From an optimization exercise on the open Yosys and OpenROAD flow, aimed at small area, a short achievable clock period and few clock cycles per item; shortcuts taken in it are not production practice. At most, simulation tests tie the RTL to the original design; equivalence was not proved.

## north
Design vpu_sp_top, start of the top module:
module vpu_sp_top (
  input  logic        clk,
  input  logic        rst_n,
  input  logic        line_start,
  input  logic [7:0]  line_y,
  output logic        busy,
  output logic        line_done,
  output logic        param_req_en,
  output logic [3:0]  param_req_addr,
  input  logic [31:0] param_rdata,
  output logic        tile_req_en,
  output logic [15:0] tile_req_addr,
  input  logic [7:0]  tile_rdata,
  output logic        pal_req_en,
  output logic [9:0]  pal_req_addr,
  input  logic [31:0] pal_rdata,
  output logic        lb_rd_en,
  output logic [7:0]  lb_rd_addr,
  output logic        lb_wr_en,
  output logic [7:0]  lb_wr_addr,
  output logic [31:0] lb_wdata,
  input  logic [31:0] lb_rdata
);
Size in the first run: about 1400 cells after synthesis, ~300 flip-flops, ~200 I/O pins, roughly 16000 µm² of cells after synthesis.
clock: 11.0 ns
lec_check: 0
cap_margin: 20
core_margin: 2
core_utilization: 40
slew_margin: 20
run.sh (not shown) runs the stock make flow with config.mk's settings and CLKGATE_MAP_FILE= SYNTH_SCRIPT=/design/flow/synth_recipe.tcl, a recipe that flattens the netlist after the stock synthesis.
Testbench counts of north, summed over its fixed seeds: cycles 50,366, lines 512.
[inputs] south vs north
-- flow/design.v --
<<< north, line 219
  logic       w0_arr;      
  logic       w1_arr;      
  logic       w_vis;       
  logic [1:0] w_s;
  logic [7:0] w_x;
>>> south, line 219
  logic       w0_arr;      
  logic       w1_arr;      
  logic [1:0] w_s;
  logic [7:0] w_x;
<<< north, line 293
    hazard  = near(k_act, k_x, w_x) || near(p1_v, p1_x, w_x) || near(p2_v, p2_x, w_x)
           || near(p3_v, p3_x, w_x);
    take    = w1_arr && w_vis && k_free && !hazard;
    skip    = (w0_arr && (!param_rdata[31] || param_rdata[16])) || (w1_arr && !w_vis);
    next_sp = take || skip;
  end
>>> south, line 292
    hazard  = near(k_act, k_x, w_x) || near(p1_v, p1_x, w_x) || near(p2_v, p2_x, w_x)
           || near(p3_v, p3_x, w_x);
    take    = w1_arr && k_free && !hazard;
    skip    = w0_arr && !vis;
    next_sp = take || skip;
  end
<<< north, line 354
    end
    if (w0_arr) begin
      w_vis <= vis;
      w_s  <= param_rdata[25:24];
      w_x  <= param_rdata[15:8];
>>> south, line 353
    end
    if (w0_arr) begin
      w_s  <= param_rdata[25:24];
      w_x  <= param_rdata[15:8];
### Flow results
south: PASS, flow complete, no timing, DRC or antenna violations. Number of cells on the critical path (lower): north. Floorplan die width essentially unchanged between north and south. south and north ended up with nearly the same core utilization of the finished layout. Summary — sequential standard cell area, south relative to north: lower, by about 0.47%. Flip-flop and latch count: south and north compared, lower one is south. south vs north — number of clock buffers in the layout climbed by a little under 10%. Against north, south comes in 1.5% higher on power.
The RTL of south was laid out without a check of its function.

* * *

Setup of the previous run:
vpu_sp_top, a different RTL version from the one above (not shown whole).
For scale: ~1300 cells after synthesis, roughly 310 flip-flops, ~15000 sq um of cells after synthesis.
==> flow/design.v (excerpt) <==
module vpu_sp_top (
  input  logic        clk,
  input  logic        rst_n,
  input  logic        line_start,
  input  logic [7:0]  line_y,
  output logic        busy,
  output logic        line_done,
  output logic        param_req_en,
  output logic [3:0]  param_req_addr,
  input  logic [31:0] param_rdata,
  output logic        tile_req_en,
  output logic [15:0] tile_req_addr,
  input  logic [7:0]  tile_rdata,
  output logic        pal_req_en,
  output logic [9:0]  pal_req_addr,
  input  logic [31:0] pal_rdata,
  output logic        lb_rd_en,
  output logic [7:0]  lb_rd_addr,
  output logic        lb_wr_en,
  output logic [7:0]  lb_wr_addr,
  output logic [31:0] lb_wdata,
  input  logic [31:0] lb_rdata
);
  vpu_mem_pkg::param_req_t param_req;
  vpu_mem_pkg::tile_req_t  tile_req;
  vpu_mem_pkg::pal_req_t   pal_req;
  vpu_mem_pkg::lb_req_t    lb_req;
  vpu_sp u_sp (
    .clk         (clk),
    .rst_n       (rst_n),
    .line_start  (line_start),
    .line_y      (line_y),
    .busy        (busy),
    .line_done   (line_done),
    .param_req   (param_req),
  ...
Settings: LEC_CHECK=0, CAP_MARGIN=20, CORE_MARGIN=2, CORE_UTILIZATION=40, CTS_BUF_LIST=sky130_fd_sc_hd__clkbuf_8, CTS_CLUSTER_DIAMETER=80, CTS_CLUSTER_SIZE=16, SLEW_MARGIN=75; clock period 11.0 ns.
standard.sh (not shown) runs the stock make flow with config.mk's settings and CLKGATE_MAP_FILE= SYNTH_SCRIPT=/design/flow/synth_recipe.tcl, a recipe that flattens the netlist after the stock synthesis.
==> flow/flow/run.sh <==
#!/bin/bash
# The standard layout, except that each port gets the smallest buffer
# (buf_1) instead of the one buffer_ports picks by default.
set -euo pipefail
export BUFFER_PORTS_ARGS="-buffer_cell sky130_fd_sc_hd__buf_1"
bash standard.sh finish > standard_flow.log 2>&1
The previous run completed; timing, DRC and antenna clean
Testbench counts of the previous run, summed over its fixed seeds: cycles 50,423, lines 512.
Modified inputs, the current run compared to the previous run
diff --git a/flow/design.v b/flow/design.v
--- a/flow/design.v
+++ b/flow/design.v
@@ -215,16 +215,15 @@
   logic [2:0] k_oyr;
   logic [2:0] k_oxr;
   logic [2:0] k_oxh;
   logic [1:0] k_s;
   logic [7:0] k_x;
   logic       k_took;      
-  logic       hz1;         
-  logic       hz2;         
-  logic       hz3;         
   logic       p1_v;
+  logic       p1_f;        
+  logic       p2_f;
   logic [7:0] p1_x;
   logic [6:0] p1_pal;
   logic       p2_v;
   logic [9:0] p2_pal_addr;
   logic [7:0] p2_x;
   logic       p3_v;
@@ -261,28 +260,26 @@
   logic       k_last;
   logic       k_free;
   logic       hazard;
   logic       take;
   logic       skip;        
   logic       next_sp;     
-  function automatic logic near(input logic v, input logic [7:0] x, input logic [7:0] base);
-    logic [5:0] xm1;
-    xm1  = x[7:2] - 6'd1;
-    near = v && ((x[7:2] == base[7:2]) || (xm1 == base[7:2]));
-  endfunction
+  logic [8:0] k_dx;
   always_comb begin
     logic [2:0] oxh_mask;
     case (k_s)
       2'd0: oxh_mask = 3'b000;
       2'd1: oxh_mask = 3'b001;
       2'd2: oxh_mask = 3'b011;
       default: oxh_mask = 3'b111;
     endcase
     k_last  = (k_x == 8'd255) || ((k_oxr == 3'd7) && ((k_oxh & oxh_mask) == oxh_mask));
     k_free  = !k_act || k_last;
-    hazard  = near(k_act, k_x, w_x) || hz1 || hz2 || hz3;
+    k_dx    = {1'b0, k_x} - {1'b0, w_x};
+    hazard  = (k_act || p1_v || p2_v || p3_v)
+           && (k_took || p1_f || p2_f || (!k_dx[8] && k_dx[7:3] == 5'd0 && k_dx[2:0] != 3'd7));
     take    = w1_arr && vis_y && k_free && !hazard;
     skip    = (w0_arr && (!param_rdata[31] || param_rdata[16])) || (w1_arr && !vis_y);
     next_sp = take || skip;
   end
   always_ff @(posedge clk) begin
     if (!rst_n) begin
@@ -292,12 +289,14 @@
       f_done    <= 1'b0;
       w0_arr    <= 1'b0;
       w1_arr    <= 1'b0;
       k_act     <= 1'b0;
       k_took    <= 1'b0;
       p1_v      <= 1'b0;
+      p1_f      <= 1'b0;
+      p2_f      <= 1'b0;
       p2_v      <= 1'b0;
       p3_v      <= 1'b0;
       p4_v      <= 1'b0;
       p5_v      <= 1'b0;
       p6_v      <= 1'b0;
     end else begin
@@ -317,12 +316,14 @@
         f_done <= 1'b1;
       end
       if (take)                 k_act <= 1'b1;
       else if (k_act && k_last) k_act <= 1'b0;
       k_took <= take;
       p1_v <= k_act;
+      p1_f <= k_took;
+      p2_f <= p1_f;
       p2_v <= p1_v;
       p3_v <= p2_v;
       p4_v <= p3_v;
       p5_v <= p4_v;
       p6_v <= p5_v;
     end
@@ -343,31 +344,28 @@
     if (w0_arr) begin
       w_s <= param_rdata[25:24];
       w_x <= param_rdata[15:8];
       {w_oyb, w_oy} <= {1'b0, cur_y[5:0]} - {1'b0, param_rdata[5:0]};
       w_yh <= param_rdata[7:6];
     end
-    hz1 <= near(k_act, k_x,  w0_arr ? param_rdata[15:8] : w_x);
-    hz2 <= near(p1_v,  p1_x, w0_arr ? param_rdata[15:8] : w_x);
-    hz3 <= near(p2_v,  p2_x, w0_arr ? param_rdata[15:8] : w_x);
     if (k_free) begin
       k_bank <= param_rdata[29:28];
       k_t    <= param_rdata[23:16] + ({5'd0, oy9[5:3]} << w_s);
       k_oyr  <= oy9[2:0];
       k_oxr  <= 3'd0;
       k_oxh  <= 3'd0;
       k_s    <= w_s;
-      k_x    <= w_x;
     end else begin
       k_oxr <= k_oxr + 3'd1;
       if (k_oxr == 3'd7) begin
         k_t   <= k_t + 8'd1;
         k_oxh <= k_oxh + 3'd1;
       end
-      k_x <= k_x + 8'd1;
     end
+    if (take)        k_x <= w_x;
+    else if (!k_free) k_x <= k_x + 8'd1;
     p1_x   <= k_x;
     if (k_took) p1_pal <= {param_rdata[6], param_rdata[5:4], param_rdata[3:0]};
     p2_x        <= p1_x;
     p2_pal_addr <= p1_pal[6] ? {p1_pal[5:4], p1_pal[3:0], tile_rdata[3:0]}
                              : {p1_pal[5:4], tile_rdata};
     p3_x   <= p2_x;
==> comparison <==
The current run | status: complete | timing, DRC, antenna: pass. Timing endpoint of the critical path = lb_rd_addr[5]: the previous run; timing endpoint of the critical path = u_sp.p5_c7[0]: the current run. Final critical delay including setup and external delays up 0.045 ns in the current run wrt the previous run. Going from the previous run to the current run, buffering overhead grows by 0.16 points. Summary of the current run over the previous run: count of inserted tapcells went down by 7, number of logic inverters in the finished layout moved up, utilization level. Uppermost layer routed: met4 -> the previous run, met5 -> the current run.
Testbench counts of the current run, summed over its fixed seeds: cycles 50,398, lines 512.

==> separate check: timing with driven ports <==
How much do the figures lean on ideal ports? The routed layouts below were timed once more, with nothing changed but the port constraints. Step 1: set_driving_cell puts a clkbuf_16 on clk and a buf_2 on each other input, an assumption about the parent block. Step 2, shift: input delay + t, output delay - t, t = (earliest + latest rising clock arrival at the registers) / 2. This alone moves slack from input paths to output paths. Three values: ideal, step 1, step 2; two values: the first two.
| run | t, ns | slack for setup (ns) | latest minus earliest clock arrival (ns) | worst data-port slew with drivers (ns) |
|---|---|---|---|---|
| north | 0.585 | 6.768 / 6.798 / 6.213 | 0.023 / 0.022 | 0.08 |
| south | 0.599 | 6.328 / 6.346 / 5.746 | 0.024 / 0.023 | 0.10 |
| the previous run | 0.639 | 7.486 / 7.434 / 6.931 | 0.032 / 0.031 | 0.08 |
| the current run | 0.643 | 7.441 / 7.441 / 7.035 | 0.028 / 0.029 | 0.09 |
After both steps setup and hold are still met in every run listed. The setup slack of south, which loses most, moves by +0.018 ns with the drivers and by -0.582 ns with both steps.
